Context: an optimization exercise on an open-source flow, tuned for small area. The choices shown serve that exercise and are no tape-out recipe.
The RTL was checked by simulation tests, not by an equivalence proof against the original design.
Power and IR drop assume default switching activity.

==> design/flow/design.v <==
package palette_pkg;
    localparam int CODE_W = 6;
    localparam int CHAN_W = 8;
    typedef struct packed {
        logic [CHAN_W-1:0] r;
        logic [CHAN_W-1:0] g;
        logic [CHAN_W-1:0] b;
    } rgb_t;
    localparam logic [CODE_W-1:0] C_WHITE  = 6'd0;
    localparam logic [CODE_W-1:0] C_BLACK  = 6'd1;
    localparam logic [CODE_W-1:0] C_GREEN  = 6'd2;
    localparam logic [CODE_W-1:0] C_RED    = 6'd3;
    localparam logic [CODE_W-1:0] C_LBLUE  = 6'd4;
    localparam logic [CODE_W-1:0] C_YELLOW = 6'd5;
    localparam logic [CODE_W-1:0] C_GREY   = 6'd6;
    localparam logic [CODE_W-1:0] C_ORANGE = 6'd7;
    localparam logic [CODE_W-1:0] C_BROWN  = 6'd8;
    localparam int N_DEFAULTS = 9;
    localparam logic [N_DEFAULTS*24-1:0] DEFAULT_PALETTE = {
        24'h663300, 24'hf27a00, 24'hb2b2b0, 24'hf1ff0a, 24'h5db1f0,
        24'hd80222, 24'h27b212, 24'h000000, 24'hffffff
    };
endpackage
module palette_regfile
#(
    parameter int ENTRIES = 64,
    parameter int CODE_W  = palette_pkg::CODE_W,
    parameter int CHAN_W  = palette_pkg::CHAN_W
) (
    input  logic                clk,
    input  logic                rst_n,
    input  logic                wr_en,
    input  logic [CODE_W-1:0]   wr_addr,
    input  logic [3*CHAN_W-1:0] wr_rgb,
    input  logic [CODE_W-1:0]   rd_addr,
    output logic [3*CHAN_W-1:0] rd_rgb
);
    localparam int W  = 3*CHAN_W;
    localparam int NG = (ENTRIES + 2) / 3;    
    function automatic logic [W-1:0] default_entry(input int idx);
        logic [23:0] d_s;
        logic [31:0] r_s;
        logic [31:0] g_s;
        logic [31:0] b_s;
        if (idx < palette_pkg::N_DEFAULTS) begin
            d_s = palette_pkg::DEFAULT_PALETTE[24*idx +: 24];
        end else begin
            d_s = '0;
        end
        r_s = {24'h000000, d_s[23:16]};
        g_s = {24'h000000, d_s[15:8]};
        b_s = {24'h000000, d_s[7:0]};
        if (CHAN_W < 8) begin
            r_s = r_s >> (8 - CHAN_W);
            g_s = g_s >> (8 - CHAN_W);
            b_s = b_s >> (8 - CHAN_W);
        end
        default_entry = {r_s[CHAN_W-1:0], g_s[CHAN_W-1:0], b_s[CHAN_W-1:0]};
    endfunction
    logic                 phase_r;
    logic [W-1:0]         mem_r [ENTRIES];
    logic [ENTRIES-1:0]   wsel_s;    
    logic [ENTRIES-1:0]   nsel_s;    
    logic [W-1:0]         wbus0_s;   
    logic [W-1:0]         wbus1_s;   
    logic [3*NG-1:0]      rsel_s;    
    logic [W-1:0]         rd_s;
    always_ff @(posedge clk) begin
        phase_r <= rst_n & ~phase_r;
    end
    always_comb begin
        for (int j = 0; j < W; j++) begin
            wbus0_s[j] = ~rst_n | ~wr_en | (wr_rgb[j] ^ phase_r);
            wbus1_s[j] = rst_n & (~wr_en | (wr_rgb[j] ^ phase_r));
        end
        for (int i = 0; i < ENTRIES; i++) begin
            wsel_s[i] = ~rst_n | (wr_en & (wr_addr == CODE_W'(i)));
            nsel_s[i] = rst_n & (wr_addr != CODE_W'(i));
        end
        rsel_s = '0;
        for (int i = 0; i < ENTRIES; i++) begin
            rsel_s[i] = (rd_addr == CODE_W'(i));
        end
    end
    for (genvar i = 0; i < ENTRIES; i++) begin : g_row
        localparam logic [W-1:0] DEF = default_entry(i);
        logic [W-1:0] next_s;
        for (genvar j = 0; j < W; j++) begin : g_bit
            palette_wgate u_wg (
                .q    (mem_r[i][j]),
                .wsel (wsel_s[i]),
                .nsel (nsel_s[i]),
                .wbus (DEF[j] ? wbus1_s[j] : wbus0_s[j]),
                .d    (next_s[j])
            );
        end
        always_ff @(posedge clk) begin
            mem_r[i] <= next_s;
        end
    end
    for (genvar j = 0; j < W; j++) begin : g_rd
        logic [NG-1:0]   part_n_s;    
        logic [3*NG-1:0] col_s;
        for (genvar i = 0; i < 3*NG; i++) begin : g_col
            if (i < ENTRIES) begin : g_e
                assign col_s[i] = mem_r[i][j];
            end else begin : g_z
                assign col_s[i] = 1'b0;
            end
        end
        for (genvar k = 0; k < NG; k++) begin : g_part
            palette_rgate u_rg (
                .d   (col_s[3*k +: 3]),
                .sel (rsel_s[3*k +: 3]),
                .y_n (part_n_s[k])
            );
        end
        assign rd_s[j] = ~&part_n_s;
    end
    assign rd_rgb = rd_s ^ {W{phase_r}};
endmodule
module palette_wgate (
    input  logic q,
    input  logic wsel,
    input  logic nsel,
    input  logic wbus,
    output logic d
);
    assign d = ~((q | wsel) & (nsel | wbus));
endmodule
module palette_rgate (
    input  logic [2:0] d,
    input  logic [2:0] sel,
    output logic       y_n
);
    assign y_n = ~|(d & sel);
endmodule
module palette_mapper
#(
    parameter int CODE_W  = palette_pkg::CODE_W,
    parameter int ENTRIES = 64,
    parameter int CHAN_W  = palette_pkg::CHAN_W
) (
    input  logic                Clk,
    input  logic                Reset_n,
    input  logic                pix_valid,
    input  logic                blank,
    input  logic [CODE_W-1:0]   colorcode,
    input  logic [1:0]          dim,
    input  logic                wr_en,
    input  logic [CODE_W-1:0]   wr_addr,
    input  logic [3*CHAN_W-1:0] wr_rgb,
    output logic                out_valid,
    output logic [CHAN_W-1:0]   VGA_R,
    output logic [CHAN_W-1:0]   VGA_G,
    output logic [CHAN_W-1:0]   VGA_B
);
    logic                valid1_r;
    logic                show1_r;    
    logic [CODE_W-1:0]   code1_r;
    logic [1:0]          dim1_r;
    logic [3*CHAN_W-1:0] rd_rgb_s;
    logic [CHAN_W-1:0]   r_s;
    logic [CHAN_W-1:0]   g_s;
    logic [CHAN_W-1:0]   b_s;
    palette_regfile #(
        .ENTRIES (ENTRIES),
        .CODE_W  (CODE_W),
        .CHAN_W  (CHAN_W)
    ) u_regfile (
        .clk     (Clk),
        .rst_n   (Reset_n),
        .wr_en   (wr_en),
        .wr_addr (wr_addr),
        .wr_rgb  (wr_rgb),
        .rd_addr (code1_r),
        .rd_rgb  (rd_rgb_s)
    );
    always_ff @(posedge Clk) begin
        valid1_r <= Reset_n & pix_valid;
        show1_r  <= Reset_n & pix_valid & ~blank;
        code1_r  <= colorcode;
        dim1_r   <= dim;
    end
    always_comb begin
        r_s = rd_rgb_s[3*CHAN_W-1 -: CHAN_W] >> dim1_r;
        g_s = rd_rgb_s[2*CHAN_W-1 -: CHAN_W] >> dim1_r;
        b_s = rd_rgb_s[CHAN_W-1   -: CHAN_W] >> dim1_r;
    end
    always_ff @(posedge Clk) begin
        out_valid <= Reset_n & valid1_r;
        VGA_R     <= (Reset_n & show1_r) ? r_s : '0;
        VGA_G     <= (Reset_n & show1_r) ? g_s : '0;
        VGA_B     <= (Reset_n & show1_r) ? b_s : '0;
    end
endmodule
==> design/flow/run.sh <==
#!/bin/bash
# synth_recipe.tcl (not shown) runs the flow's synth.tcl, then flattens the netlist and writes it again
# the make line also repeats each setting of config.mk as NAME=value (left out here)
make -C /OpenROAD-flow-scripts/flow DESIGN_CONFIG=/design/flow/config.mk WORK_HOME=/design/flow/orfs CLKGATE_MAP_FILE= SYNTH_SCRIPT=/design/flow/synth_recipe.tcl finish
==> design/flow/config.mk <==
export PLATFORM = sky130hd
export DESIGN_NAME = palette_mapper
export DESIGN_NICKNAME = palette_mapper
export VERILOG_FILES = /design/flow/design.v
export SDC_FILE = /design/flow/constraint.sdc
export NUM_CORES = 4
export LEC_CHECK = 0
export CAP_MARGIN = 20
export CORE_MARGIN = 2
export CORE_UTILIZATION = 60
export SLEW_MARGIN = 20
export SYNTH_HIERARCHICAL = 1
==> design/flow/constraint.sdc <==
create_clock -name core_clock -period 5.0 [get_ports {Clk}]
set_input_delay 1.0000 -clock core_clock [delete_from_list [all_inputs] [get_ports {Clk}]]
set_output_delay 1.0000 -clock core_clock [all_outputs]
set_load 0.01 [all_outputs]
==> flow_summary_export.csv, run 1 <==
group,metric,value,unit
floorplan,placementRows,106,
place,dpl.hpwl,121000,um
floorplan,die_height,293,um
synthesis,yosys_warns,10,
synthesis,synth.area.mux_share,0.418,%
global_route,grt_antenna_before_repair,11,
sta,fin_ws,0.204,ns
cts,clock_latency,0.78,ns
critical_path,worstSetupStartpointType,"flop",
place,place.gp.congestion,0.951,
detailed_routing,drt-total-wl,196000,um
cts,htree_num_levels,4,
sta,slew_at_the_pin_closest_to_its_max_slew_limit,1.18,ns
synthesis,compound_gate_portion_of_the_synthesized_area,31.8,%
synthesis,synth_xor_xnor_area_share,0.836,%
sta,final_sum_of_negative_setup_slack,0,ns
sta,period_needed,4.80,ns
synthesis,ys_ff_latch,1572,
synthesis,post_synth_instance_area,50300,um2
critical_path,required_arrival_time_at_the_worst_endpoint,5.63,ns
detailed_routing,viasPerCell,7.92,
synthesis,synth-edff-count,0,
synthesis,most_common_cell_in_the_netlist,"dfxtp_1",
sta,report.final.hold_viol_count,0,
global_route,grt_pass1_vias,43400,
place,port_buffers,67,
cts,clock_tree_from_tritoncts,"done",
global_route,grt_overflow_total,0,
critical_path,setup_cp_type,"reg2reg",
cells_and_area,layout_cell_share_with_drive_strength_beyond_1,12.2,%
synthesis,post_synth_simple_gate_area,3.65,%
power_and_ir_drop,power_density,491,nW/um2
sta,fin_crit_sh,95.9,%
place,post-place-ws,0.527,ns
synthesis,async_reset_ff_share,0,%
sta,grt_setup_unrepaired,"no",
cts,cts_inserted_buffers,154,
critical_path,cp.arrival,5.42,ns
power_and_ir_drop,power,29.3,mW
synthesis,synthFlopType,"dfxtp_1",
detailed_routing,final_antenna_net_count,0,
synthesis,synth_largest_type_area_fraction,62.6,%
cells_and_area,final_util,71.7,%
global_route,grt_util_overall,44.0,%
sta,achievable-frequency,209,MHz
sta,final_max_slew_viol_count,0,
cells_and_area,num-nets-final,4786,
cts,cts_sinks,1572,
flow_run,drv_cap,0,
cells_and_area,area_growth_syn_to_layout,18.8,%
synthesis,ys_seq_area_share,62.6,%
critical_path,worstSetupEndpointType,"flop",
global_route,pin_count_of_the_biggest_net_entering_global_routing,127,
floorplan,floorplan.core_area,83300,um2
detailed_routing,detail_route.drc_violations,0,
synthesis,synth_top_family_by_area,"compound AO/OA/AOI/OAI gates",
critical_path,critPathSlowestCell,"nor4_1",
cts,clk_pin_slew_worst_paths,0.06,ns
detailed_routing,vias,47100,
critical_path,critical_path_fanout_max,24,
critical_path,timing.critical_path.slowest_cell_delay,0.98,ns
global_route,grt_first_pass_wirelength,286000,um
detailed_routing,detailedRoute.firstIterationViolations,8353,
synthesis,ys_top_cells_by_count,"1,572 x dfxtp_1, 1,552 x o22ai_1, 528 x a222oi_1",
synthesis,synth_cell_types,37,
power_and_ir_drop,vdd_drop_max,0.452,mV
cts,holdBufCountCts,0,
floorplan,floorplan.initialDensity,60.4,%
cts,clock_tree.buffer_depth,3,
critical_path,worstPathCellList,"nand2_1 -> nor2_1 -> buf_4 -> a222oi_1 -> nand4_1 -> nor4_1 -> buf_4 -> nand4_1 -> xor2_1 -> mux2i_1 -> o22ai_1",
synthesis,synth.largest_area_cell,"dfxtp_1",
synthesis,synth.top_cells.by_area,"dfxtp_1 63%, o22ai_1 19%, a222oi_1 11%",
floorplan,fp.dieArea,86100,um2
synthesis,postSynthAreaPerCell,11.8,um2
floorplan,die_w,293,um
synthesis,adder_cell_share_of_the_synthesized_area,0,%
sta,finalSetupViolCount,0,
cts,clock_tree.root_cell,"clkbuf_16",
sta,clock-skew-final,0.0159,ns
detailed_routing,avgRoutedWirePerCell,33.0,um
floorplan,boundaryPins,68,
hold_path,worstHoldPathType,"reg2reg",
cts,post_cts_setup_inserts,0,
cts,cts_resized,0,
run_status,run_status,"no timing/DRC/antenna violations",
cells_and_area,nFillCells,6131,
power_and_ir_drop,leakagePower,21.9,nW
synthesis,netlist_instances,4259,
sta,max-slew-margin-rel,20.5,%
detailed_routing,drt_pass1_iterations,14,
modules after synthesis (local to each module, per instance), excerpt:
module | cells inside | cell area [um2] | times used
palette_rgate | 1 | 10.0 | 528
palette_mapper | 95 | 1200 | 1
palette_wgate | 1 | 6.26 | 1536
final timing paths:
| check | start | to | slack (ns) | cells after the start |
|---|---|---|---|---|
| max | code1_r[4] | VGA_B[2] | 0.20 | 11 |
| min | valid1_r | out_valid | 0.43 | 1 |
| max reg2reg | code1_r[4] | VGA_B[2] | 0.20 | 11 |
| min reg2reg | valid1_r | out_valid | 0.43 | 1 |
per-layer routing:
layer / part of all wire, % / GRT usage, %
met1: 38 / 59.1
met2: 42 / 63.1
met3: 13 / 13.2
met4: 6.5 / 25.1
met5: 0.055 / 0
cells in the final DEF (no fill, tap or decap), types with 64 or more instances in the layout:
cell / instances
clkdlybuf4s50_1: 66
dfxtp_1: 1571
buf_4: 214
nand4_1: 122
a222oi_1: 528
o21a_1: 64
o22ai_1: 1552
conb_1: 96
o21ai_2: 64
clkbuf_16: 160
stage by stage:
| stage | hold slack, ns | instance area [um2] | std cells |
|---|---|---|---|
| global route | 0.453 | 59700 | 5944 |
| floorplan | 0.412 | 50600 | 4354 |
| global placement | 0.417 | 54500 | 5667 |
| finish | 0.432 | 59700 | 5945 |
| detailed placement | 0.419 | 54500 | 5667 |
| CTS | 0.427 | 59700 | 5944 |
state kept, by name, summed over array words and instances, names as in the netlist:
register	cells
VGA_B	8
VGA_G	8
VGA_R	8
code1_r	6
dim1_r	2
out_valid	1
show1_r	1
u_regfile.mem_r	1536
u_regfile.phase_r	1
valid1_r	1
logic make-up after synthesis:
logic type                count (synthesis)
DFF                                    1572
muxes                                    21
xor gates and xnor gates                 48
buffers and inverters                    56
other                                     1
AOI/OAI and AO/OA                      2234
and+or+nand+nor                         327
critical path, delay by kind of cell (launching register included):
family	cells	cell delay [ns]
XOR/XNOR	1	0.20
AND/OR/NAND/NOR	5	2.57
flip-flops	1	0.32
buffers and inverters	2	0.53
multiplexers	1	0.27
AO/OA/AOI/OAI	2	0.74
cell type report:
cell class	count	area, um2	share of cell area [%]
flip-flops and latches	1572	31500	52.7
multi-input cells	2726	19300	32.3
diodes	1	2.50	0.00419
well taps	1080	1350	2.26
clock buffers	226	4540	7.61
repair buffers	286	2380	3.98
clock inverters	51	661	1.11
inverters	3	11.3	0.0189
where the power goes:
group | internal, mW | switching [mW]
Sequential | 13.9 | 0.778
Clock | 7.02 | 4.89
Combinational | 0.987 | 1.72
Total | 21.9 | 7.38
==> run 2: changes to the inputs <==
--- a/design/flow/design.v
+++ b/design/flow/design.v
@@ -63,7 +63,7 @@
     logic [ENTRIES-1:0]   nsel_s;    
     logic [W-1:0]         wbus0_s;   
     logic [W-1:0]         wbus1_s;   
-    logic [3*NG-1:0]      rsel_s;    
+    logic [ENTRIES-1:0]   rsel_s;    
     logic [W-1:0]         rd_s;
     always_ff @(posedge clk) begin
         phase_r <= rst_n & ~phase_r;
@@ -77,7 +77,6 @@
             wsel_s[i] = ~rst_n | (wr_en & (wr_addr == CODE_W'(i)));
             nsel_s[i] = rst_n & (wr_addr != CODE_W'(i));
         end
-        rsel_s = '0;
         for (int i = 0; i < ENTRIES; i++) begin
             rsel_s[i] = (rd_addr == CODE_W'(i));
         end
@@ -100,20 +99,26 @@
     end
     for (genvar j = 0; j < W; j++) begin : g_rd
         logic [NG-1:0]   part_n_s;    
-        logic [3*NG-1:0] col_s;
-        for (genvar i = 0; i < 3*NG; i++) begin : g_col
-            if (i < ENTRIES) begin : g_e
-                assign col_s[i] = mem_r[i][j];
-            end else begin : g_z
-                assign col_s[i] = 1'b0;
+        for (genvar k = 0; k < NG; k++) begin : g_part
+            if (3*k + 2 < ENTRIES) begin : g_3
+                palette_rgate u_rg (
+                    .d   ({mem_r[3*k+2][j], mem_r[3*k+1][j], mem_r[3*k][j]}),
+                    .sel (rsel_s[3*k +: 3]),
+                    .y_n (part_n_s[k])
+                );
+            end else if (3*k + 1 < ENTRIES) begin : g_2
+                palette_rgate2 u_rg (
+                    .d   ({mem_r[3*k+1][j], mem_r[3*k][j]}),
+                    .sel (rsel_s[3*k +: 2]),
+                    .y_n (part_n_s[k])
+                );
+            end else begin : g_1
+                palette_rgate1 u_rg (
+                    .d   (mem_r[3*k][j]),
+                    .sel (rsel_s[3*k]),
+                    .y_n (part_n_s[k])
+                );
             end
-        end
-        for (genvar k = 0; k < NG; k++) begin : g_part
-            palette_rgate u_rg (
-                .d   (col_s[3*k +: 3]),
-                .sel (rsel_s[3*k +: 3]),
-                .y_n (part_n_s[k])
-            );
         end
         assign rd_s[j] = ~&part_n_s;
     end
@@ -134,6 +139,20 @@
     output logic       y_n
 );
     assign y_n = ~|(d & sel);
+endmodule
+module palette_rgate2 (
+    input  logic [1:0] d,
+    input  logic [1:0] sel,
+    output logic       y_n
+);
+    assign y_n = ~|(d & sel);
+endmodule
+module palette_rgate1 (
+    input  logic d,
+    input  logic sel,
+    output logic y_n
+);
+    assign y_n = ~(d & sel);
 endmodule
 module palette_mapper
 #(
--- a/design/flow/config.mk
+++ b/design/flow/config.mk
@@ -5,8 +5,10 @@
 export SDC_FILE = /design/flow/constraint.sdc
 export NUM_CORES = 4
 export LEC_CHECK = 0
-export CAP_MARGIN = 20
+export CAP_MARGIN = 5
 export CORE_MARGIN = 2
 export CORE_UTILIZATION = 60
-export SLEW_MARGIN = 20
+export CTS_CLUSTER_DIAMETER = 100
+export CTS_CLUSTER_SIZE = 25
+export SLEW_MARGIN = 5
 export SYNTH_HIERARCHICAL = 1
==> run 2 against run 1 <==
Net effect:
- first-iteration DRC count increased by 17%
- core utilization decreased by 4.1 points
- routed wire length decreased by 0.66%
- clock skew increased by 0.0054 ns
- sequential cell count unchanged
- critical path type unchanged
==> flow_summary_export.csv, run 2 <==
group,metric,value,unit
cts,holdBufCountCts,0,
synthesis,ys_seq_area_share,62.8,%
global_route,grt_util_overall,43.6,%
critical_path,path_buf_inv,1,
synthesis,synthFlopType,"dfxtp_1",
detailed_routing,drt-total-wl,195000,um
cts,clock_tree_from_tritoncts,"done",
floorplan,floorplan.initialDensity,60.8,%
global_route,grt_first_pass_wirelength,283000,um
critical_path,critPathSlowestCell,"a222oi_1",
cells_and_area,postLayoutCellArea,55700,um2
cts,cts_resized,0,
synthesis,synth-edff-count,0,
floorplan,placementRows,105,
sta,final_sum_of_negative_setup_slack,0,ns
critical_path,setup_cp_type,"reg2reg",
synthesis,synth.top_cells.by_area,"dfxtp_1 63%, o22ai_1 19%, a222oi_1 10%",
global_route,grt_pass1_vias,41300,
power_and_ir_drop,vdd_drop_max,0.325,mV
detailed_routing,avgRoutedWirePerCell,34.7,um
place,place.gp.congestion,1.03,
synthesis,yosys_warns,10,
run_status,run_status,"no timing/DRC/antenna violations",
cts,clock_tree.root_cell,"clkbuf_16",
synthesis,async_reset_ff_share,0,%
sta,fin_crit_sh,87.4,%
floorplan,fp.dieArea,85900,um2
critical_path,critical-path-top-delay-family,"simple AND/OR/NAND/NOR gates",
critical_path,worstSetupStartpointType,"flop",
detailed_routing,viasPerCell,8.17,
cells_and_area,layout_cell_share_with_drive_strength_beyond_1,8.82,%
floorplan,die_w,293,um
cts,clk_pin_slew_worst_paths,0.11,ns
power_and_ir_drop,clock_network_fraction_of_total_power,27.6,%
place,dpl.hpwl,122000,um
hold_path,hold_path.startpoint,"valid1_r",
sta,period_needed,4.37,ns
synthesis,most_common_cell_in_the_netlist,"dfxtp_1",
sta,hold_slack,0.438,ns
power_and_ir_drop,netSwitchingFraction,26.7,%
cts,post_cts_setup_inserts,0,
sta,final_max_slew_viol_count,0,
hold_path,worstHoldPathType,"reg2reg",
critical_path,worst_setup_path_startpoint,"code1_r[4]",
sta,finalSetupViolCount,0,
sta,report.final.hold_viol_count,0,
synthesis,netlist_instances,4258,
global_route,grt_antenna_before_repair,11,
synthesis,synth_cell_types,36,
sta,max-slew-margin-rel,7.71,%
cts,cts_inserted_buffers,72,
synthesis,postSynthAreaPerCell,11.8,um2
critical_path,critical_path_fanout_max,16,
cts,clock_latency,0.69,ns
cells_and_area,max_flop_register,"u_regfile.mem_r",
place,placed_area,53800,um2
flow_run,drv_cap,0,
critical_path,path_common_cell,"nand4_1",
critical_path,timing.critical_path.slowest_cell_delay,0.96,ns
cells_and_area,largest_reg_flops,1536,
synthesis,synth.largest_area_cell,"dfxtp_1",
critical_path,crit-reg2reg-launch,"code1_r[4]",
critical_path,worstSetupEndpointType,"flop",
critical_path,required_arrival_time_at_the_worst_endpoint,5.54,ns
synthesis,ys_top_cells_by_count,"1,572 x dfxtp_1, 1,552 x o22ai_1, 504 x a222oi_1",
global_route,pin_count_of_the_biggest_net_entering_global_routing,73,
power_and_ir_drop,leakagePower,19.9,nW
synthesis,post_synth_instance_area,50100,um2
detailed_routing,detail_route.drc_violations,0,
cells_and_area,layout_common_cells,"1,571 x dfxtp_1, 1,552 x o22ai_1, 504 x a222oi_1",
sta,grt_setup_unrepaired,"no",
floorplan,die_height,293,um
cells_and_area,area_growth_syn_to_layout,11.1,%
floorplan,floorplan.core_area,82400,um2
sta,slew_at_the_pin_closest_to_its_max_slew_limit,1.37,ns
cells_and_area,finish.cell_count_without_fillers,5623,
power_and_ir_drop,pwr-share-seq,61.4,%
cells_and_area,num-nets-final,4584,
global_route,grt_overflow_total,0,
power_and_ir_drop,power.net_switching,6.39,mW
critical_path,cp.arrival,4.91,ns
detailed_routing,drt_pass1_iterations,15,
sta,achievable-frequency,229,MHz
floorplan,boundaryPins,68,
cts,cts_sinks,1572,
synthesis,synth_largest_type_area_fraction,62.8,%
cts,clock_tree.buffer_depth,3,
detailed_routing,final_antenna_net_count,0,
place,port_buffers,67,
sta,clock-skew-final,0.0213,ns
critical_path,worstPathCellList,"or2_2 -> nor2_2 -> a222oi_1 -> nand4_1 -> nor4_1 -> buf_4 -> nand4_1 -> xor2_1 -> mux2i_1 -> o22ai_1",
detailed_routing,detailedRoute.firstIterationViolations,9784,
detailed_routing,vias,46000,
cells_and_area,final_common_cell,"dfxtp_1",
power_and_ir_drop,power.internal,17.5,mW
power_and_ir_drop,power_density,430,nW/um2
synthesis,ys_ff_latch,1572,
power_and_ir_drop,pwr-share-comb,11.0,%
cts,htree_num_levels,3,
place,placed_cells_incl_taps,5537,
[run 2: cell families after synthesis]
logic type | Yosys count | share of synthesized area (%)
XOR/XNOR | 48 | 0.839
multiplexers | 21 | 0.419
AND/OR/NAND/NOR | 351 | 3.84
buffers and inverters | 56 | 0.659
AO/OA/AOI/OAI | 2210 | 31.4
flip-flops | 1572 | 62.8
[run 2: layer usage]
| metal | up-vias | track usage, % | wire length, um |
|---|---|---|---|
| li1 | 19200 | - | - |
| met1 | 22700 | 60.9 | 75200 |
| met2 | 3540 | 63.2 | 82800 |
| met3 | 499 | 12.5 | 27200 |
| met4 | 14 | 18.8 | 9840 |
| met5 | - | 0 | 86 |
[run 2: cell type report]
cell class              count  area [um2]
fillers                  6473       26700
diodes                      5        12.5
well taps                1070        1340
repair buffers            262        2220
inverters                   3        11.3
multi-input cells        2630       18700
clock buffers              74        1830
clock inverters             7        83.8
flip-flops and latches   1572       31500
[run 2: power by group through the flow]
stage	sequential [mW]	combinational (mW)	clock (mW)
final	14.7	2.64	6.61
after detailed placement	14.9	2.54	0
after floorplan	14.7	1.60	0
after global placement	14.9	2.46	0
after CTS	14.6	2.53	6.60
after global routing	14.8	2.75	7.06
[run 2: worst reg2reg max path, delay by kind of cell (launching register included)]
kind | cells | cell delay (ns)
compound gates | 2 | 1.09
xor+xnor | 1 | 0.18
mux | 1 | 0.25
flops | 1 | 0.39
simple gates | 5 | 2.13
buf+inv | 1 | 0.20
[run 2: worst paths after layout]
path	slack, ns	depth (start not counted)	to
setup / recovery	0.63	10	VGA_B[3]
hold / removal	0.44	1	out_valid
setup reg to reg	0.63	10	VGA_B[3]
hold reg to reg	0.44	1	out_valid
[run 2: metrics by stage]
stage,worst slack (ns),utilization [%],power [mW]
4_1_cts,0.860,67.6,23.8
2_1_floorplan,1.87,-,16.3
5_1_grt,0.670,67.6,24.6
3_5_place_dp,0.881,65.3,17.5
6_report,0.628,67.6,23.9
3_3_place_gp,0.887,65.3,17.4
[run 2: per-module statistics from Yosys, one instance, submodules excluded, excerpt]
module          area [um2]  cells inside  copies in the design
palette_mapper        1200            95                     1
palette_rgate         10.0             1                   504
palette_rgate1        3.75             1                    24
palette_wgate         6.26             1                  1536
==> run 3: changes to the inputs <==
--- a/design/flow/config.mk
+++ b/design/flow/config.mk
@@ -5,10 +5,10 @@
 export SDC_FILE = /design/flow/constraint.sdc
 export NUM_CORES = 4
 export LEC_CHECK = 0
-export CAP_MARGIN = 5
+export CAP_MARGIN = 20
 export CORE_MARGIN = 2
 export CORE_UTILIZATION = 60
 export CTS_CLUSTER_DIAMETER = 100
 export CTS_CLUSTER_SIZE = 25
-export SLEW_MARGIN = 5
+export SLEW_MARGIN = 20
 export SYNTH_HIERARCHICAL = 1
==> run 3 against run 2 <==
Net effect:
- maximum frequency is 1.0% lower
- global-route usage is 0.10 points lower
- hold slack worse by 0.0073 ns
- die area stayed put
- sequential cell count stayed put
- cell count hardly changed
- largest power group unchanged
- sequential power hardly changed
- synthesized cell count stayed put
- via count is 0.12% lower
==> flow_summary_export.csv, run 3 <==
group,metric,value,unit
run_status,run_status,"no timing/DRC/antenna violations",
global_route,grt_pass1_vias,41100,
global_route,grt_first_pass_wirelength,283000,um
power_and_ir_drop,pwr-share-comb,11.0,%
critical_path,number_of_logic_stages_on_the_critical_path_including_buffering,9,
power_and_ir_drop,leakagePower,19.9,nW
critical_path,worst_setup_path_startpoint,"code1_r[4]",
synthesis,synth.top_cells.by_area,"dfxtp_1 63%, o22ai_1 19%, a222oi_1 10%",
synthesis,postSynthAreaPerCell,11.8,um2
synthesis,synth.largest_area_cell,"dfxtp_1",
sta,fin_crit_sh,88.4,%
global_route,grt_antenna_before_repair,17,
synthesis,synth_cell_types,36,
critical_path,critical_path_fanout_max,16,
cts,holdBufCountCts,0,
cts,htree_num_levels,3,
floorplan,floorplan.core_area,82400,um2
critical_path,worstSetupStartpointType,"flop",
sta,period_needed,4.42,ns
sta,max-slew-margin-rel,17.9,%
detailed_routing,drt-total-wl,195000,um
critical_path,critical-path-top-delay-family,"simple AND/OR/NAND/NOR gates",
cells_and_area,final_common_cell,"dfxtp_1",
floorplan,placementRows,105,
global_route,pin_count_of_the_biggest_net_entering_global_routing,73,
detailed_routing,viasPerCell,8.16,
floorplan,boundaryPins,68,
detailed_routing,detailedRoute.firstIterationViolations,9646,
cells_and_area,finish.cell_count_without_fillers,5626,
critical_path,crit-reg2reg-launch,"code1_r[4]",
critical_path,timing.critical_path.slowest_cell_delay,1.07,ns
detailed_routing,vias,45900,
critical_path,cp.arrival,4.95,ns
detailed_routing,drt_pass1_iterations,14,
power_and_ir_drop,power.internal,17.5,mW
cells_and_area,largest_reg_flops,1536,
critical_path,critPathSlowestCell,"nor4_1",
synthesis,synth-edff-count,0,
sta,grt_setup_unrepaired,"no",
detailed_routing,final_antenna_net_count,0,
synthesis,ys_ff_latch,1572,
sta,clock-skew-final,0.0265,ns
global_route,grt_overflow_total,0,
synthesis,yosys_warns,10,
synthesis,most_common_cell_in_the_netlist,"dfxtp_1",
critical_path,worstSetupEndpointType,"flop",
synthesis,ys_top_cells_by_count,"1,572 x dfxtp_1, 1,552 x o22ai_1, 504 x a222oi_1",
power_and_ir_drop,netSwitchingFraction,26.8,%
cts,clock_latency,0.69,ns
sta,finalSetupViolCount,0,
critical_path,worstPathCellList,"or2_2 -> nor2_2 -> a222oi_1 -> nand4_1 -> nor4_1 -> nand4_1 -> xor2_1 -> mux2i_1 -> o22ai_1",
place,placed_cells_incl_taps,5538,
synthesis,ys_seq_area_share,62.8,%
floorplan,fp.dieArea,85900,um2
critical_path,required_arrival_time_at_the_worst_endpoint,5.53,ns
sta,report.final.hold_viol_count,0,
place,place.gp.congestion,1.03,
detailed_routing,detail_route.drc_violations,0,
cts,cts_inserted_buffers,72,
place,dpl.hpwl,122000,um
floorplan,die_height,293,um
floorplan,die_w,293,um
cells_and_area,postLayoutCellArea,55700,um2
synthesis,netlist_instances,4258,
flow_run,drv_cap,0,
cts,cts_sinks,1572,
power_and_ir_drop,power,24.0,mW
cts,clock_tree.root_cell,"clkbuf_16",
critical_path,setup_cp_type,"reg2reg",
power_and_ir_drop,power.net_switching,6.43,mW
cts,clock_tree.buffer_depth,3,
cells_and_area,layout_common_cells,"1,571 x dfxtp_1, 1,552 x o22ai_1, 504 x a222oi_1",
cells_and_area,num-nets-final,4586,
critical_path,worst_reg_to_reg_cells,9,
critical_path,path_common_cell,"nand4_1",
cells_and_area,area_growth_syn_to_layout,11.2,%
floorplan,floorplan.initialDensity,60.8,%
power_and_ir_drop,vdd_drop_max,0.310,mV
place,port_buffers,67,
cts,post_cts_setup_inserts,0,
critical_path,worst-r2r-setup-slack,0.58,ns
power_and_ir_drop,clock_network_fraction_of_total_power,27.7,%
cts,clk_pin_slew_worst_paths,0.11,ns
sta,slew_at_the_pin_closest_to_its_max_slew_limit,1.22,ns
sta,final_max_slew_viol_count,0,
synthesis,async_reset_ff_share,0,%
critical_path,rr_endpoint,"VGA_B[0]",
power_and_ir_drop,power_density,430,nW/um2
detailed_routing,avgRoutedWirePerCell,34.7,um
synthesis,synth_largest_type_area_fraction,62.8,%
hold_path,worstHoldPathType,"reg2reg",
sta,final_sum_of_negative_setup_slack,0,ns
hold_path,hold_path.startpoint,"valid1_r",
critical_path,path_buf_inv,0,
cells_and_area,max_flop_register,"u_regfile.mem_r",
place,placed_area,53800,um2
critical_path,cp-endpoint,"VGA_B[0]",
synthesis,synthFlopType,"dfxtp_1",
power_and_ir_drop,pwr-share-seq,61.3,%
cells_and_area,nFillCells,6438,
cts,clock_tree_from_tritoncts,"done",
sta,achievable-frequency,226,MHz
synthesis,post_synth_instance_area,50100,um2
cells_and_area,layout_cell_share_with_drive_strength_beyond_1,8.86,%
global_route,grt_util_overall,43.5,%
cts,cts_resized,0,
==> run 3: cell families after synthesis <==
family                 Yosys count  synth area share, %
AO/OA/AOI/OAI                 2210                 31.4
XOR/XNOR                        48                0.839
buffers and inverters           56                0.659
flip-flops                    1572                 62.8
multiplexers                    21                0.419
AND/OR/NAND/NOR                351                 3.84
==> run 3: power by group through the flow <==
| stage | clock network, mW | logic, mW | registers (mW) |
|---|---|---|---|
| after floorplan | 0 | 1.60 | 14.7 |
| after global placement | 0 | 2.46 | 14.9 |
| after detailed placement | 0 | 2.54 | 14.9 |
| after CTS | 6.60 | 2.53 | 14.6 |
| after global routing | 7.05 | 2.75 | 14.8 |
| final | 6.64 | 2.64 | 14.7 |
==> run 3: layer usage <==
metal  routed length, um  global-route usage (%)  vias to the layer above  part of all wire [%]
met5                 149                       0                        -                 0.076
met4               10000                    18.3                       24                   5.1
met3               26300                    12.4                      535                    13
met2               82700                    63.6                     3453                    42
met1               76100                    60.4                    22700                    39
li1                    -                       -                    19200                     -
==> run 3: worst min path at each step <==
| stage | endpoint | slack [ns] | cells after the start |
|---|---|---|---|
| 2_1_floorplan | out_valid | 0.41 | 1 |
| 3_3_place_gp | out_valid | 0.41 | 1 |
| 3_5_place_dp | out_valid | 0.43 | 1 |
| 4_1_cts | out_valid | 0.44 | 1 |
| 5_1_grt | u_regfile.mem_r[34][5] | 0.46 | 1 |
| 6_report | out_valid | 0.43 | 1 |
==> run 3: metrics by stage <==
step | worst slack [ns] | util, % | hold slack (ns)
detailed placement | 0.889 | 65.3 | 0.427
global placement | 0.887 | 65.3 | 0.414
finish | 0.582 | 67.7 | 0.430
CTS | 0.841 | 67.6 | 0.439
floorplan | 1.87 | - | 0.412
global route | 0.656 | 67.6 | 0.458
==> run 3: area by class of cell <==
type                    count  area [um2]  share of cell area [%]
flip-flops and latches   1572       31500                    56.5
multi-input cells        2630       18700                    33.6
repair buffers            264        2250                    4.04
clock buffers              74        1830                    3.28
well taps                1070        1340                    2.40
clock inverters             7        83.8                   0.150
diodes                      6        15.0                  0.0269
inverters                   3        11.3                  0.0202
==> run 3: per-module statistics from Yosys, one instance, submodules excluded, excerpt <==
module          cells  copies in the design  flops+latches
palette_rgate       1                   504              0
palette_mapper     95                     1             35
palette_wgate       1                  1536              0
palette_rgate1      1                    24              0
==> run 4: changes to the inputs <==
--- a/design/flow/design.v
+++ b/design/flow/design.v
@@ -35,8 +35,12 @@
     input  logic [CODE_W-1:0]   rd_addr,
     output logic [3*CHAN_W-1:0] rd_rgb
 );
-    localparam int W  = 3*CHAN_W;
-    localparam int NG = (ENTRIES + 2) / 3;    
+    localparam int W    = 3*CHAN_W;
+    localparam int LO_W = CODE_W / 2;             
+    localparam int HI_W = CODE_W - LO_W;
+    localparam int NLO  = 1 << LO_W;
+    localparam int NHI  = 1 << HI_W;
+    localparam int NG   = (ENTRIES + 1) / 2;      
     function automatic logic [W-1:0] default_entry(input int idx);
         logic [23:0] d_s;
         logic [31:0] r_s;
@@ -59,11 +63,16 @@
     endfunction
     logic                 phase_r;
     logic [W-1:0]         mem_r [ENTRIES];
-    logic [ENTRIES-1:0]   wsel_s;    
-    logic [ENTRIES-1:0]   nsel_s;    
+    logic [NHI-1:0]       whi_s;     
+    logic [NLO-1:0]       wlo_s;     
+    logic [NLO-1:0]       wlo_en_s;  
+    logic [NHI-1:0]       rhi_s;     
+    logic [NLO-1:0]       rlo_s;     
+    logic [2*NG-1:0]      wsel_s;    
+    logic [2*NG-1:0]      nsel_s;    
+    logic [2*NG-1:0]      rsel_n_s;  
     logic [W-1:0]         wbus0_s;   
     logic [W-1:0]         wbus1_s;   
-    logic [ENTRIES-1:0]   rsel_s;    
     logic [W-1:0]         rd_s;
     always_ff @(posedge clk) begin
         phase_r <= rst_n & ~phase_r;
@@ -73,12 +82,25 @@
             wbus0_s[j] = ~rst_n | ~wr_en | (wr_rgb[j] ^ phase_r);
             wbus1_s[j] = rst_n & (~wr_en | (wr_rgb[j] ^ phase_r));
         end
-        for (int i = 0; i < ENTRIES; i++) begin
-            wsel_s[i] = ~rst_n | (wr_en & (wr_addr == CODE_W'(i)));
-            nsel_s[i] = rst_n & (wr_addr != CODE_W'(i));
-        end
-        for (int i = 0; i < ENTRIES; i++) begin
-            rsel_s[i] = (rd_addr == CODE_W'(i));
+        for (int k = 0; k < NHI; k++) begin
+            whi_s[k] = ~rst_n | (wr_addr[CODE_W-1:LO_W] == HI_W'(k));
+            rhi_s[k] = (rd_addr[CODE_W-1:LO_W] == HI_W'(k));
+        end
+        for (int m = 0; m < NLO; m++) begin
+            wlo_s[m]    = ~rst_n | (wr_addr[LO_W-1:0] == LO_W'(m));
+            wlo_en_s[m] = ~rst_n | (wr_en & (wr_addr[LO_W-1:0] == LO_W'(m)));
+            rlo_s[m]    = (rd_addr[LO_W-1:0] == LO_W'(m));
+        end
+    end
+    for (genvar i = 0; i < 2*NG; i++) begin : g_sel
+        if (i < ENTRIES) begin : g_e
+            palette_and2 u_ws (.a(whi_s[i / NLO]), .b(wlo_en_s[i % NLO]), .y  (wsel_s[i]));
+            palette_nand2 u_ns (.a(whi_s[i / NLO]), .b(wlo_s[i % NLO]),   .y_n(nsel_s[i]));
+            palette_nand2 u_rs (.a(rhi_s[i / NLO]), .b(rlo_s[i % NLO]),   .y_n(rsel_n_s[i]));
+        end else begin : g_pad
+            assign wsel_s[i]   = 1'b0;
+            assign nsel_s[i]   = 1'b1;
+            assign rsel_n_s[i] = 1'b1;
         end
     end
     for (genvar i = 0; i < ENTRIES; i++) begin : g_row
@@ -98,29 +120,19 @@
         end
     end
     for (genvar j = 0; j < W; j++) begin : g_rd
-        logic [NG-1:0]   part_n_s;    
+        logic [NG-1:0] part_n_s;    
         for (genvar k = 0; k < NG; k++) begin : g_part
-            if (3*k + 2 < ENTRIES) begin : g_3
+            if (2*k + 1 < ENTRIES) begin : g_2
                 palette_rgate u_rg (
-                    .d   ({mem_r[3*k+2][j], mem_r[3*k+1][j], mem_r[3*k][j]}),
-                    .sel (rsel_s[3*k +: 3]),
-                    .y_n (part_n_s[k])
-                );
-            end else if (3*k + 1 < ENTRIES) begin : g_2
-                palette_rgate2 u_rg (
-                    .d   ({mem_r[3*k+1][j], mem_r[3*k][j]}),
-                    .sel (rsel_s[3*k +: 2]),
-                    .y_n (part_n_s[k])
+                    .d     ({mem_r[2*k+1][j], mem_r[2*k][j]}),
+                    .sel_n (rsel_n_s[2*k +: 2]),
+                    .y     (part_n_s[k])
                 );
             end else begin : g_1
-                palette_rgate1 u_rg (
-                    .d   (mem_r[3*k][j]),
-                    .sel (rsel_s[3*k]),
-                    .y_n (part_n_s[k])
-                );
+                assign part_n_s[k] = ~(mem_r[2*k][j] | rsel_n_s[2*k]);
             end
         end
-        assign rd_s[j] = ~&part_n_s;
+        assign rd_s[j] = ~|part_n_s;
     end
     assign rd_rgb = rd_s ^ {W{phase_r}};
 endmodule
@@ -134,25 +146,25 @@
     assign d = ~((q | wsel) & (nsel | wbus));
 endmodule
 module palette_rgate (
-    input  logic [2:0] d,
-    input  logic [2:0] sel,
-    output logic       y_n
-);
-    assign y_n = ~|(d & sel);
-endmodule
-module palette_rgate2 (
     input  logic [1:0] d,
-    input  logic [1:0] sel,
-    output logic       y_n
-);
-    assign y_n = ~|(d & sel);
-endmodule
-module palette_rgate1 (
-    input  logic d,
-    input  logic sel,
+    input  logic [1:0] sel_n,
+    output logic       y
+);
+    assign y = ~((d[0] | sel_n[0]) & (d[1] | sel_n[1]));
+endmodule
+module palette_and2 (
+    input  logic a,
+    input  logic b,
+    output logic y
+);
+    assign y = a & b;
+endmodule
+module palette_nand2 (
+    input  logic a,
+    input  logic b,
     output logic y_n
 );
-    assign y_n = ~(d & sel);
+    assign y_n = ~(a & b);
 endmodule
 module palette_mapper
 #(
==> design/flow/flow/run.sh (new file) <==
#!/bin/bash
set -o pipefail
export BUFFER_PORTS_ARGS="-buffer_cell sky130_fd_sc_hd__buf_1"
export CTS_ARGS="-sink_clustering_enable -repair_clock_nets -sink_clustering_size 25 -sink_clustering_max_diameter 100 -dont_use_dummy_load"
bash standard.sh > standard.log 2>&1
==> design/flow/standard.sh (new file) <==
#!/bin/bash
# synth_recipe.tcl (not shown) runs the flow's synth.tcl, then flattens the netlist and writes it again
# the make line also repeats each setting of config.mk as NAME=value (left out here)
make -C /OpenROAD-flow-scripts/flow DESIGN_CONFIG=/design/flow/config.mk WORK_HOME=/design/flow/orfs CLKGATE_MAP_FILE= SYNTH_SCRIPT=/design/flow/synth_recipe.tcl "${@:-finish}"
--- a/design/flow/config.mk
+++ b/design/flow/config.mk
@@ -5,10 +5,10 @@
 export SDC_FILE = /design/flow/constraint.sdc
 export NUM_CORES = 4
 export LEC_CHECK = 0
-export CAP_MARGIN = 20
+export CAP_MARGIN = 5
 export CORE_MARGIN = 2
 export CORE_UTILIZATION = 60
 export CTS_CLUSTER_DIAMETER = 100
 export CTS_CLUSTER_SIZE = 25
-export SLEW_MARGIN = 20
+export SLEW_MARGIN = 5
 export SYNTH_HIERARCHICAL = 1
removed: design/flow/run.sh
==> run 4 against run 3 <==
Net effect:
- now fails the layout checks on capacitance limit, slew limit
- register-to-register slack got worse by 0.13 ns
- first-iteration DRC count decreased by 26%
- synthesized area about the same
- synthesized cell count increased by 7.2%
- sequential share of layout area about the same
- power increased by 8.4%
==> flow_summary_export.csv, run 4 <==
group,metric,value,unit
cts,clock_tree.root_cell,"clkbuf_16",
synthesis,post_synth_instance_area,50200,um2
power_and_ir_drop,vdd_drop_max,0.328,mV
cells_and_area,layout_common_cells,"2,320 x o22ai_1, 1,571 x dfxtp_1, 252 x buf_4",
cells_and_area,final_common_cell,"o22ai_1",
sta,slew_at_the_pin_closest_to_its_max_slew_limit,1.56,ns
floorplan,die_w,293,um
place,dpl.hpwl,125000,um
power_and_ir_drop,power.internal,18.8,mW
power_and_ir_drop,pwr-share-comb,14.0,%
sta,finalSetupViolCount,0,
global_route,grt_first_pass_wirelength,291000,um
power_and_ir_drop,leakagePower,20.4,nW
synthesis,most_common_cell_in_the_netlist,"o22ai_1",
critical_path,worst_setup_path_startpoint,"code1_r[0]",
cts,clock_latency,0.68,ns
power_and_ir_drop,pwr-share-seq,61.2,%
synthesis,synth_largest_type_area_fraction,62.7,%
detailed_routing,final_antenna_net_count,0,
flow_run,drv_cap,3,
critical_path,worstPathCellList,"nor3b_2 -> nand2_1 -> buf_4 -> o22ai_1 -> nor4_1 -> buf_4 -> nand4_1 -> nor2_1 -> xor2_1 -> mux2i_1 -> o22ai_1",
synthesis,postSynthAreaPerCell,11.0,um2
detailed_routing,viasPerCell,7.75,
critical_path,rr_endpoint,"VGA_G[1]",
sta,max-slew-margin-rel,-5.07,%
critical_path,timing.critical_path.slowest_cell_delay,1.16,ns
cts,cts_inserted_buffers,72,
synthesis,synth.largest_area_cell,"dfxtp_1",
cells_and_area,area_growth_syn_to_layout,11.0,%
global_route,grt_pass1_vias,42400,
power_and_ir_drop,power.net_switching,7.22,mW
floorplan,fp.dieArea,85900,um2
floorplan,floorplan.initialDensity,60.3,%
sta,hold_slack,0.444,ns
cts,cts_resized,0,
detailed_routing,avgRoutedWirePerCell,33.7,um
cts,clk_pin_slew_worst_paths,0.11,ns
cells_and_area,layout_cell_share_with_drive_strength_beyond_1,8.41,%
power_and_ir_drop,power_density,467,nW/um2
critical_path,worstSetupStartpointType,"flop",
floorplan,placementRows,106,
critical_path,cp.arrival,5.06,ns
place,place.gp.congestion,0.973,
critical_path,worst-r2r-setup-slack,0.45,ns
synthesis,async_reset_ff_share,0,%
sta,achievable-frequency,220,MHz
critical_path,required_arrival_time_at_the_worst_endpoint,5.51,ns
critical_path,critical-path-top-delay-family,"simple AND/OR/NAND/NOR gates",
critical_path,path_buf_inv,2,
critical_path,number_of_logic_stages_on_the_critical_path_including_buffering,11,
sta,final_sum_of_negative_setup_slack,0,ns
cts,clock_tree_from_tritoncts,"done",
hold_path,worstHoldPathType,"in2reg",
synthesis,ys_seq_area_share,62.7,%
cts,post_cts_setup_inserts,0,
place,port_buffers,67,
floorplan,boundaryPins,68,
detailed_routing,vias,46600,
sta,fin_crit_sh,91.0,%
synthesis,synthFlopType,"dfxtp_1",
global_route,grt_antenna_before_repair,6,
critical_path,crit-reg2reg-launch,"code1_r[0]",
global_route,grt_util_overall,45.2,%
cells_and_area,largest_reg_flops,1536,
detailed_routing,drt_pass1_iterations,6,
sta,grt_setup_unrepaired,"no",
synthesis,synth-edff-count,0,
cells_and_area,num-nets-final,4982,
cts,htree_num_levels,3,
cts,holdBufCountCts,0,
sta,clock-skew-final,0.0606,ns
detailed_routing,detail_route.drc_violations,0,
global_route,pin_count_of_the_biggest_net_entering_global_routing,64,
critical_path,setup_cp_type,"reg2reg",
cts,cts_sinks,1572,
critical_path,worst_reg_to_reg_cells,11,
detailed_routing,drt-total-wl,203000,um
floorplan,floorplan.core_area,83200,um2
synthesis,netlist_instances,4563,
sta,final_max_slew_viol_count,14,
synthesis,ys_top_cells_by_count,"2,320 x o22ai_1, 1,572 x dfxtp_1, 168 x nor4_1",
power_and_ir_drop,clock_network_fraction_of_total_power,24.8,%
floorplan,die_height,293,um
power_and_ir_drop,netSwitchingFraction,27.8,%
sta,period_needed,4.55,ns
critical_path,cp-endpoint,"VGA_G[1]",
synthesis,yosys_warns,10,
global_route,grt_overflow_total,0,
synthesis,synth_cell_types,36,
critical_path,worstSetupEndpointType,"flop",
synthesis,synth.top_cells.by_area,"dfxtp_1 63%, o22ai_1 29%, nor4_1 2.1%",
detailed_routing,detailedRoute.firstIterationViolations,7115,
critical_path,critPathSlowestCell,"nor3b_2",
cts,clock_tree.buffer_depth,3,
run_status,run_status,"finished with violations",
sta,report.final.hold_viol_count,0,
run_status,violated_layout_checks,"capacitance limit, slew limit",
cells_and_area,max_flop_register,"u_regfile.mem_r",
critical_path,critical_path_fanout_max,16,
cells_and_area,nFillCells,6726,
synthesis,ys_ff_latch,1572,
==> run 4: worst min path at each step <==
stage,end,startpoint,depth (start not counted)
floorplan,out_valid,valid1_r,1
global placement,out_valid,valid1_r,1
detailed placement,out_valid,valid1_r,1
CTS,dim1_r[1],dim[1],1
global route,dim1_r[1],dim[1],1
finish,dim1_r[1],dim[1],1
==> run 4: layout make-up <==
type                       instances  area (um2)  share of cell area, %
sequential                      1572       31500                   56.5
multi-input combinational       2961       18700                   33.7
timing repair buffer             326        2280                   4.10
clock buffer                      72        1800                   3.24
tap                             1080        1350                   2.43
inverter                           6        22.5                 0.0404
antenna                            4        10.0                 0.0180
==> run 4: power by group through the flow <==
stage                     clock [mW]  sequential (mW)  combinational, mW
final                           6.45             15.9               3.64
after global routing            6.86             16.1               3.78
after CTS                       6.44             15.8               3.48
after detailed placement           0             16.1               3.49
after global placement             0             16.1               3.38
after floorplan                    0             15.8               2.27
==> run 4: cell families (layout without fill, tap and decap cells) <==
logic type	after synthesis	after routing	share of synthesized area (%)
muxes	21	21	0.419
xor gates and xnor gates	48	48	0.838
AOI/OAI and AO/OA	2366	2366	29.6
DFF	1572	1572	62.7
and+or+nand+nor	526	526	5.99
other	0	4	0
buffers and inverters	30	404	0.409
==> run 4: through the flow <==
| stage | setup slack, ns | cell area [um2] | power [mW] | utilization (%) | cells |
|---|---|---|---|---|---|
| 6_report | 0.450 | 55700 | 26.0 | 67.0 | 6021 |
| 5_1_grt | 0.516 | 55700 | 26.7 | 67.0 | 6017 |
| 4_1_cts | 0.791 | 55700 | 25.7 | 67.0 | 6017 |
| 3_5_place_dp | 0.813 | 53900 | 19.6 | 64.8 | 5945 |
| 3_3_place_gp | 0.862 | 53900 | 19.4 | 64.8 | 5945 |
| 2_1_floorplan | 2.18 | 50200 | 18.1 | - | 4563 |
==> run 4: per-module statistics from Yosys (local to each module, per instance), a selection <==
module	times used	cell area, um2	cells inside	flops+latches
palette_mapper	1	1200	95	35
palette_rgate	768	6.26	1	0
palette_wgate	1536	6.26	1	0
palette_and2	64	6.26	1	0
palette_nand2	128	3.75	1	0
==> run 4: routing by layer <==
| metal | vias up | global-route usage (%) | wire length [um] |
|---|---|---|---|
| met1 | 22800 | 59.7 | 76400 |
| met5 | - | 0 | 46 |
| met3 | 680 | 12.0 | 25600 |
| met2 | 3233 | 64.9 | 84500 |
| met4 | 8 | 30.7 | 16200 |
| li1 | 19900 | - | - |
==> run 5: changes to the inputs <==
==> design/flow/run.sh (new file) <==
#!/bin/bash
# synth_recipe.tcl (not shown) runs the flow's synth.tcl, then flattens the netlist and writes it again
# the make line also repeats each setting of config.mk as NAME=value (left out here)
make -C /OpenROAD-flow-scripts/flow DESIGN_CONFIG=/design/flow/config.mk WORK_HOME=/design/flow/orfs CLKGATE_MAP_FILE= SYNTH_SCRIPT=/design/flow/synth_recipe.tcl finish
removed: design/flow/flow/run.sh
removed: design/flow/standard.sh
==> run 5 against run 4 <==
Net effect:
- the layout still fails its checks (capacitance limit, slew limit)
- synthesized cell count is the same
- setup slack lost 0.072 ns
- critical endpoint is now VGA_R[1]
- non-clock buffer count grew 41
==> flow_summary_export.csv, run 5 <==
group,metric,value,unit
global_route,grt_util_overall,44.7,%
place,place.gp.congestion,0.987,
global_route,grt_first_pass_wirelength,289000,um
detailed_routing,vias,47100,
synthesis,netlist_instances,4563,
sta,clock-skew-final,0.0381,ns
flow_run,drv_cap,1,
power_and_ir_drop,power_density,464,nW/um2
synthesis,synthFlopType,"dfxtp_1",
sta,fin_crit_sh,92.4,%
synthesis,synth.largest_area_cell,"dfxtp_1",
critical_path,timing.critical_path.slowest_cell_delay,1.21,ns
critical_path,worstSetupStartpointType,"flop",
sta,slew_at_the_pin_closest_to_its_max_slew_limit,1.52,ns
detailed_routing,viasPerCell,7.76,
detailed_routing,drt_pass1_iterations,9,
cts,clock_tree.root_cell,"clkbuf_16",
critical_path,required_arrival_time_at_the_worst_endpoint,5.52,ns
power_and_ir_drop,netSwitchingFraction,27.8,%
cells_and_area,max_flop_register,"u_regfile.mem_r",
cells_and_area,nFillCells,6651,
critical_path,worstPathCellList,"nor3_1 -> nand2_1 -> o22ai_1 -> nor4_1 -> buf_4 -> nand4_1 -> nor2_1 -> xor2_1 -> mux2i_1 -> o22ai_1",
sta,final_sum_of_negative_setup_slack,0,ns
sta,finalSetupViolCount,0,
run_status,violated_layout_checks,"capacitance limit, slew limit",
run_status,run_status,"finished with violations",
critical_path,cp.arrival,5.14,ns
global_route,pin_count_of_the_biggest_net_entering_global_routing,63,
sta,final_max_slew_viol_count,9,
sta,report.final.hold_viol_count,0,
sta,period_needed,4.62,ns
critical_path,setup_cp_type,"reg2reg",
synthesis,yosys_warns,10,
cts,htree_num_levels,3,
power_and_ir_drop,power.net_switching,7.29,mW
global_route,grt_antenna_before_repair,6,
power_and_ir_drop,pwr-share-seq,60.7,%
synthesis,postSynthAreaPerCell,11.0,um2
critical_path,path_common_cell,"o22ai_1",
synthesis,synth_cell_types,36,
power_and_ir_drop,leakagePower,20.8,nW
floorplan,fp.dieArea,85900,um2
synthesis,most_common_cell_in_the_netlist,"o22ai_1",
synthesis,async_reset_ff_share,0,%
synthesis,post_synth_instance_area,50200,um2
synthesis,ys_ff_latch,1572,
power_and_ir_drop,vdd_drop_max,0.364,mV
global_route,grt_overflow_total,0,
floorplan,floorplan.initialDensity,60.3,%
cells_and_area,largest_reg_flops,1536,
detailed_routing,drt-total-wl,200000,um
synthesis,synth-edff-count,0,
floorplan,placementRows,106,
critical_path,worstSetupEndpointType,"flop",
power_and_ir_drop,pwr-share-comb,14.1,%
detailed_routing,final_antenna_net_count,0,
floorplan,die_height,293,um
synthesis,ys_seq_area_share,62.7,%
cts,clock_latency,0.69,ns
global_route,grt_pass1_vias,42700,
cts,clk_pin_slew_worst_paths,0.10,ns
sta,grt_setup_unrepaired,"no",
sta,achievable-frequency,216,MHz
synthesis,ys_top_cells_by_count,"2,320 x o22ai_1, 1,572 x dfxtp_1, 168 x nor4_1",
hold_path,worstHoldPathType,"reg2reg",
floorplan,floorplan.core_area,83200,um2
cts,cts_sinks,1572,
power_and_ir_drop,clock_network_fraction_of_total_power,25.2,%
sta,hold_slack,0.447,ns
critical_path,critPathSlowestCell,"nor3_1",
place,port_buffers,67,
cells_and_area,layout_common_cells,"2,320 x o22ai_1, 1,571 x dfxtp_1, 296 x buf_4",
cts,cts_resized,0,
cells_and_area,area_growth_syn_to_layout,12.5,%
floorplan,die_w,293,um
detailed_routing,detail_route.drc_violations,0,
cts,clock_tree_from_tritoncts,"done",
cells_and_area,final_common_cell,"o22ai_1",
detailed_routing,detailedRoute.firstIterationViolations,7012,
cts,holdBufCountCts,0,
cts,cts_inserted_buffers,72,
cells_and_area,layout_cell_share_with_drive_strength_beyond_1,9.25,%
synthesis,synth_largest_type_area_fraction,62.7,%
floorplan,boundaryPins,68,
cts,post_cts_setup_inserts,0,
critical_path,critical_path_fanout_max,18,
place,dpl.hpwl,125000,um
cells_and_area,num-nets-final,5023,
detailed_routing,avgRoutedWirePerCell,32.9,um
cts,clock_tree.buffer_depth,3,
power_and_ir_drop,power.internal,18.9,mW
synthesis,synth.top_cells.by_area,"dfxtp_1 63%, o22ai_1 29%, nor4_1 2.1%",
sta,max-slew-margin-rel,-2.23,%
==> run 5: cell counts after synthesis <==
No cell type changed its count.
==> run 5: Yosys stat by module (local to each module, per instance), a selection <==
module,cells inside,copies in the design,area (um2),flip-flops and latches
palette_and2,1,64,6.26,0
palette_nand2,1,128,3.75,0
palette_rgate,1,768,6.26,0
palette_wgate,1,1536,6.26,0
palette_mapper,95,1,1200,35
==> run 5: stage by stage <==
stage                     setup WS [ns]  std cells  power [mW]  util [%]  instance area (um2)
final                             0.378       6067        26.2      67.9                56400
after global routing              0.538       6065        26.9      67.9                56400
after CTS                         0.778       6064        25.9      67.9                56400
after detailed placement          0.853       5986        19.6      65.6                54500
after global placement            0.676       5985        19.5      65.6                54500
after floorplan                    2.18       4563        18.1         -                50200
==> run 5: final cells by class <==
cell class	count	area, um2	share of cell area, %
sequential	1572	31500	55.8
clock inverter	4	38.8	0.0687
inverter	6	22.5	0.0399
multi-input combinational	2961	18800	33.2
clock buffer	74	1850	3.28
antenna	3	7.51	0.0133
timing repair buffer	367	2950	5.23
tap	1080	1350	2.39
==> run 5: critical path: cells and delay by family (launching register included) <==
family	cells	cell delay, ns
XOR/XNOR	1	0.17
multiplexers	1	0.28
flip-flops	1	0.38
AO/OA/AOI/OAI	2	0.66
buffers and inverters	1	0.17
AND/OR/NAND/NOR	5	2.78
==> run 5: worst paths after layout <==
check | end | slack (ns) | from | depth (start not counted)
setup reg to reg | VGA_R[1] | 0.38 | code1_r[5] | 10
setup / recovery | VGA_R[1] | 0.38 | code1_r[5] | 10
hold / removal | u_regfile.mem_r[41][13] | 0.45 | u_regfile.mem_r[41][13] | 1
hold reg to reg | u_regfile.mem_r[41][13] | 0.45 | u_regfile.mem_r[41][13] | 1
==> run 5: metal layers <==
metal	part of all wire, %	global-route usage, %	vias up
met2	42	64.3	3216
met5	0.022	0	-
met4	6.8	26.4	6
met3	13	12.1	619
met1	39	60.4	23300
li1	-	-	20000
==> run 5: power groups by stage <==
stage	combinational [mW]	clock, mW	sequential, mW
global route	3.83	7.00	16.1
detailed placement	3.53	0	16.1
floorplan	2.27	0	15.8
CTS	3.52	6.56	15.8
finish	3.69	6.59	15.9
global placement	3.41	0	16.0
==> run 5: cell families after synthesis <==
kind of cell           synth area share [%]
multiplexers                          0.419
AO/OA/AOI/OAI                          29.6
AND/OR/NAND/NOR                        5.99
buffers and inverters                 0.409
flip-flops                             62.7
XOR/XNOR                              0.838
==> run 6: changes to the inputs <==
--- a/design/flow/config.mk
+++ b/design/flow/config.mk
@@ -5,10 +5,11 @@
 export SDC_FILE = /design/flow/constraint.sdc
 export NUM_CORES = 4
 export LEC_CHECK = 0
-export CAP_MARGIN = 5
+export CAP_MARGIN = 20
 export CORE_MARGIN = 2
 export CORE_UTILIZATION = 60
 export CTS_CLUSTER_DIAMETER = 100
 export CTS_CLUSTER_SIZE = 25
-export SLEW_MARGIN = 5
+export GPL_TIMING_DRIVEN = 0
+export SLEW_MARGIN = 20
 export SYNTH_HIERARCHICAL = 1
==> run 6 against run 5 <==
Net effect:
- the layout fails its checks (setup timing)
- synthesized cell count unchanged
- clock power is essentially flat
- global-route usage fell by 2.5 points
- critical path depth fell by 1
- synthesized area unchanged
- non-clock buffer count fell by 222
- cell count shrank 3.7%
- sequential power about the same
- largest cell class unchanged
==> flow_summary_export.csv, run 6 <==
group,metric,value,unit
run_status,run_status,"finished with violations",
run_status,violated_layout_checks,"setup timing",
synthesis,ys_top_cells_by_count,"2,320 x o22ai_1, 1,572 x dfxtp_1, 168 x nor4_1",
global_route,grt_antenna_before_repair,2,
sta,final_max_slew_viol_count,0,
floorplan,die_height,293,um
cts,htree_num_levels,3,
detailed_routing,detail_route.drc_violations,0,
synthesis,synthFlopType,"dfxtp_1",
cts,cts_sinks,1572,
synthesis,adder_cell_share_of_the_synthesized_area,0,%
place,port_buffers,65,
floorplan,placementRows,106,
synthesis,synth_xor_xnor_area_share,0.838,%
critical_path,critPathSlowestCell,"nor4_1",
cells_and_area,num-nets-final,4801,
critical_path,critical_path_fanout_max,24,
detailed_routing,avgRoutedWirePerCell,32.3,um
global_route,grt_pass1_vias,41100,
synthesis,netlist_instances,4563,
detailed_routing,drt-total-wl,189000,um
sta,finalSetupViolCount,18,
power_and_ir_drop,power_density,469,nW/um2
synthesis,post_synth_simple_gate_area,5.99,%
critical_path,worstSetupStartpointType,"flop",
place,placed_area,53300,um2
cts,holdBufCountCts,0,
synthesis,synth_top_family_by_area,"compound AO/OA/AOI/OAI gates",
cells_and_area,layout_cell_share_with_drive_strength_beyond_1,6.05,%
critical_path,critical-path-top-delay-family,"simple AND/OR/NAND/NOR gates",
critical_path,cp.arrival,5.65,ns
synthesis,synth_cell_types,36,
synthesis,most_common_cell_in_the_netlist,"o22ai_1",
flow_run,drv_cap,0,
sta,report.final.hold_viol_count,0,
synthesis,synth_largest_type_area_fraction,62.7,%
synthesis,postSynthAreaPerCell,11.0,um2
sta,final_sum_of_negative_setup_slack,-1.41,ns
synthesis,synth-edff-count,0,
cts,post_cts_setup_inserts,0,
cells_and_area,area_growth_syn_to_layout,10.7,%
sta,hold_slack,0.440,ns
synthesis,async_reset_ff_share,0,%
floorplan,fp.dieArea,85900,um2
detailed_routing,final_antenna_net_count,0,
critical_path,setup_cp_type,"reg2reg",
floorplan,floorplan.core_area,83200,um2
floorplan,floorplan.initialDensity,60.3,%
critical_path,path_buf_inv,0,
synthesis,ys_ff_latch,1572,
synthesis,compound_gate_portion_of_the_synthesized_area,29.6,%
critical_path,worstPathCellList,"and3b_1 -> nand2_1 -> o22ai_1 -> nor4_1 -> nand4_1 -> nor2_1 -> xor2_1 -> mux2i_1 -> o22ai_1",
sta,period_needed,5.15,ns
cts,clock_tree.buffer_depth,3,
sta,max-slew-margin-rel,12.5,%
detailed_routing,detailedRoute.firstIterationViolations,5907,
critical_path,path_common_cell,"o22ai_1",
synthesis,post_synth_instance_area,50200,um2
cts,clock_latency,0.67,ns
synthesis,ys_seq_area_share,62.7,%
cts,clock_tree.root_cell,"clkbuf_16",
synthesis,synth.top_cells.by_area,"dfxtp_1 63%, o22ai_1 29%, nor4_1 2.1%",
cells_and_area,final_common_cell,"o22ai_1",
sta,grt_setup_unrepaired,"no",
cts,clk_pin_slew_worst_paths,0.09,ns
detailed_routing,viasPerCell,7.74,
cells_and_area,layout_common_cells,"2,320 x o22ai_1, 1,572 x dfxtp_1, 144 x nor4_1",
critical_path,required_arrival_time_at_the_worst_endpoint,5.50,ns
power_and_ir_drop,power,26.0,mW
global_route,pin_count_of_the_biggest_net_entering_global_routing,59,
synthesis,synth.area.mux_share,0.419,%
global_route,grt_overflow_total,0,
detailed_routing,vias,45200,
cells_and_area,max_flop_register,"u_regfile.mem_r",
critical_path,timing.critical_path.slowest_cell_delay,1.05,ns
power_and_ir_drop,vdd_drop_max,0.356,mV
cts,cts_resized,0,
sta,slew_at_the_pin_closest_to_its_max_slew_limit,1.30,ns
sta,fin_ws,-0.147,ns
floorplan,boundaryPins,68,
cells_and_area,nFillCells,6615,
global_route,grt_util_overall,42.2,%
power_and_ir_drop,leakagePower,20.1,nW
cells_and_area,largest_reg_flops,1536,
cts,clock_tree_from_tritoncts,"done",
sta,achievable-frequency,194,MHz
sta,fin_crit_sh,103,%
critical_path,worstSetupEndpointType,"flop",
floorplan,die_w,293,um
synthesis,synth.largest_area_cell,"dfxtp_1",
synthesis,yosys_warns,10,
hold_path,worstHoldPathType,"reg2reg",
detailed_routing,drt_pass1_iterations,7,
place,place.gp.congestion,0.954,
sta,clock-skew-final,0.0247,ns
place,dpl.hpwl,116000,um
global_route,grt_first_pass_wirelength,274000,um
cells_and_area,postLayoutCellArea,55500,um2
cts,cts_inserted_buffers,72,
[run 6: worst paths after layout]
kind / start / endpoint / slack (ns) / cells after the start
worst max-delay path: code1_r[0] / VGA_B[3] / -0.15 / 9
worst min-delay path: valid1_r / out_valid / 0.44 / 1
worst max register to register: code1_r[0] / VGA_B[3] / -0.15 / 9
worst min register to register: valid1_r / out_valid / 0.44 / 1
[run 6: Yosys stat by module (local to each module, per instance), excerpt]
| module | cell area, um2 | flops+latches | cells |
|---|---|---|---|
| palette_mapper | 1200 | 35 | 95 |
| palette_and2 | 6.26 | 0 | 1 |
| palette_rgate | 6.26 | 0 | 1 |
| palette_wgate | 6.26 | 0 | 1 |
| palette_nand2 | 3.75 | 0 | 1 |
[run 6: cells by family after synthesis]
group / after synthesis
xor gates and xnor gates: 48
muxes: 21
and+or+nand+nor: 526
AOI/OAI and AO/OA: 2366
DFF: 1572
buffers and inverters: 30
[run 6: routing by layer]
layer | global-route usage [%] | part of all wire (%) | up-vias
met5 | 0 | 0.0079 | -
met4 | 28.6 | 7.6 | 2
met3 | 9.44 | 11 | 600
met2 | 62.7 | 43 | 2736
met1 | 55.1 | 38 | 22300
li1 | - | - | 19600
[run 6: cell type report]
| class | instances | area (um2) | area share (%) |
|---|---|---|---|
| diodes | 1 | 2.50 | 0.00451 |
| plain buffers | 24 | 183 | 0.329 |
| clock buffers | 74 | 1850 | 3.34 |
| clock inverters | 4 | 38.8 | 0.0699 |
| inverters | 6 | 22.5 | 0.0406 |
| multi-input cells | 2961 | 19000 | 34.2 |
| flip-flops and latches | 1572 | 31500 | 56.7 |
| well taps | 1080 | 1350 | 2.43 |
| repair buffers | 121 | 1600 | 2.88 |
[run 6: worst register-to-register path, delay by kind of cell (launching register included)]
family | cells | cell delay (ns)
flip-flops | 1 | 0.54
XOR/XNOR | 1 | 0.21
AO/OA/AOI/OAI | 2 | 0.63
AND/OR/NAND/NOR | 5 | 3.49
multiplexers | 1 | 0.13
[run 6: stage by stage]
stage               worst slack [ns]  cells  util [%]
floorplan                       2.18   4563         -
global placement               -1.21   5708      62.7
detailed placement             0.216   5752      64.1
CTS                            0.167   5830      66.4
global route                  0.0109   5842      66.8
finish                        -0.147   5843      66.8
[run 6: where the power goes]
part	switching [mW]	internal, mW	total, mW
combinational	2.19	1.44	3.62
sequential	1.13	14.7	15.9
clock	3.88	2.68	6.56

==> what the ideal ports hide <==
The flow's constraints put no driver on any port. The routed layouts listed below were extracted and timed again, unchanged, in two steps.
Step 1 (the two cells are an assumption about what drives the block):
set clk [get_ports {Clk}]
set_driving_cell -lib_cell sky130_fd_sc_hd__clkbuf_16 $clk
set_driving_cell -lib_cell sky130_fd_sc_hd__buf_2 [delete_from_list [all_inputs] $clk]
Step 2 also shifts input and output timing later by t, the mid clock arrival at the registers, as if the neighbouring blocks saw the same clock.
Slacks: ideal ports / drivers / drivers and shift; pairs: ideal ports / drivers.
| run | t (ns) | setup slack, ns | latest minus earliest clock arrival (ns) |
|---|---|---|---|
| run 1 | 0.833 | 0.204 / 0.204 / 0.204 | 0.027 / 0.027 |
| run 2 | 0.749 | 0.628 / 0.628 / 0.628 | 0.030 / 0.030 |
| run 3 | 0.748 | 0.582 / 0.582 / 0.582 | 0.029 / 0.028 |
| run 4 | 0.717 | 0.450 / 0.450 / 0.450 | 0.068 / 0.068 |
| run 5 | 0.740 | 0.378 / 0.378 / 0.378 | 0.041 / 0.041 |
| run 6 | 0.721 | -0.147 / -0.147 / -0.147 | 0.028 / 0.028 |
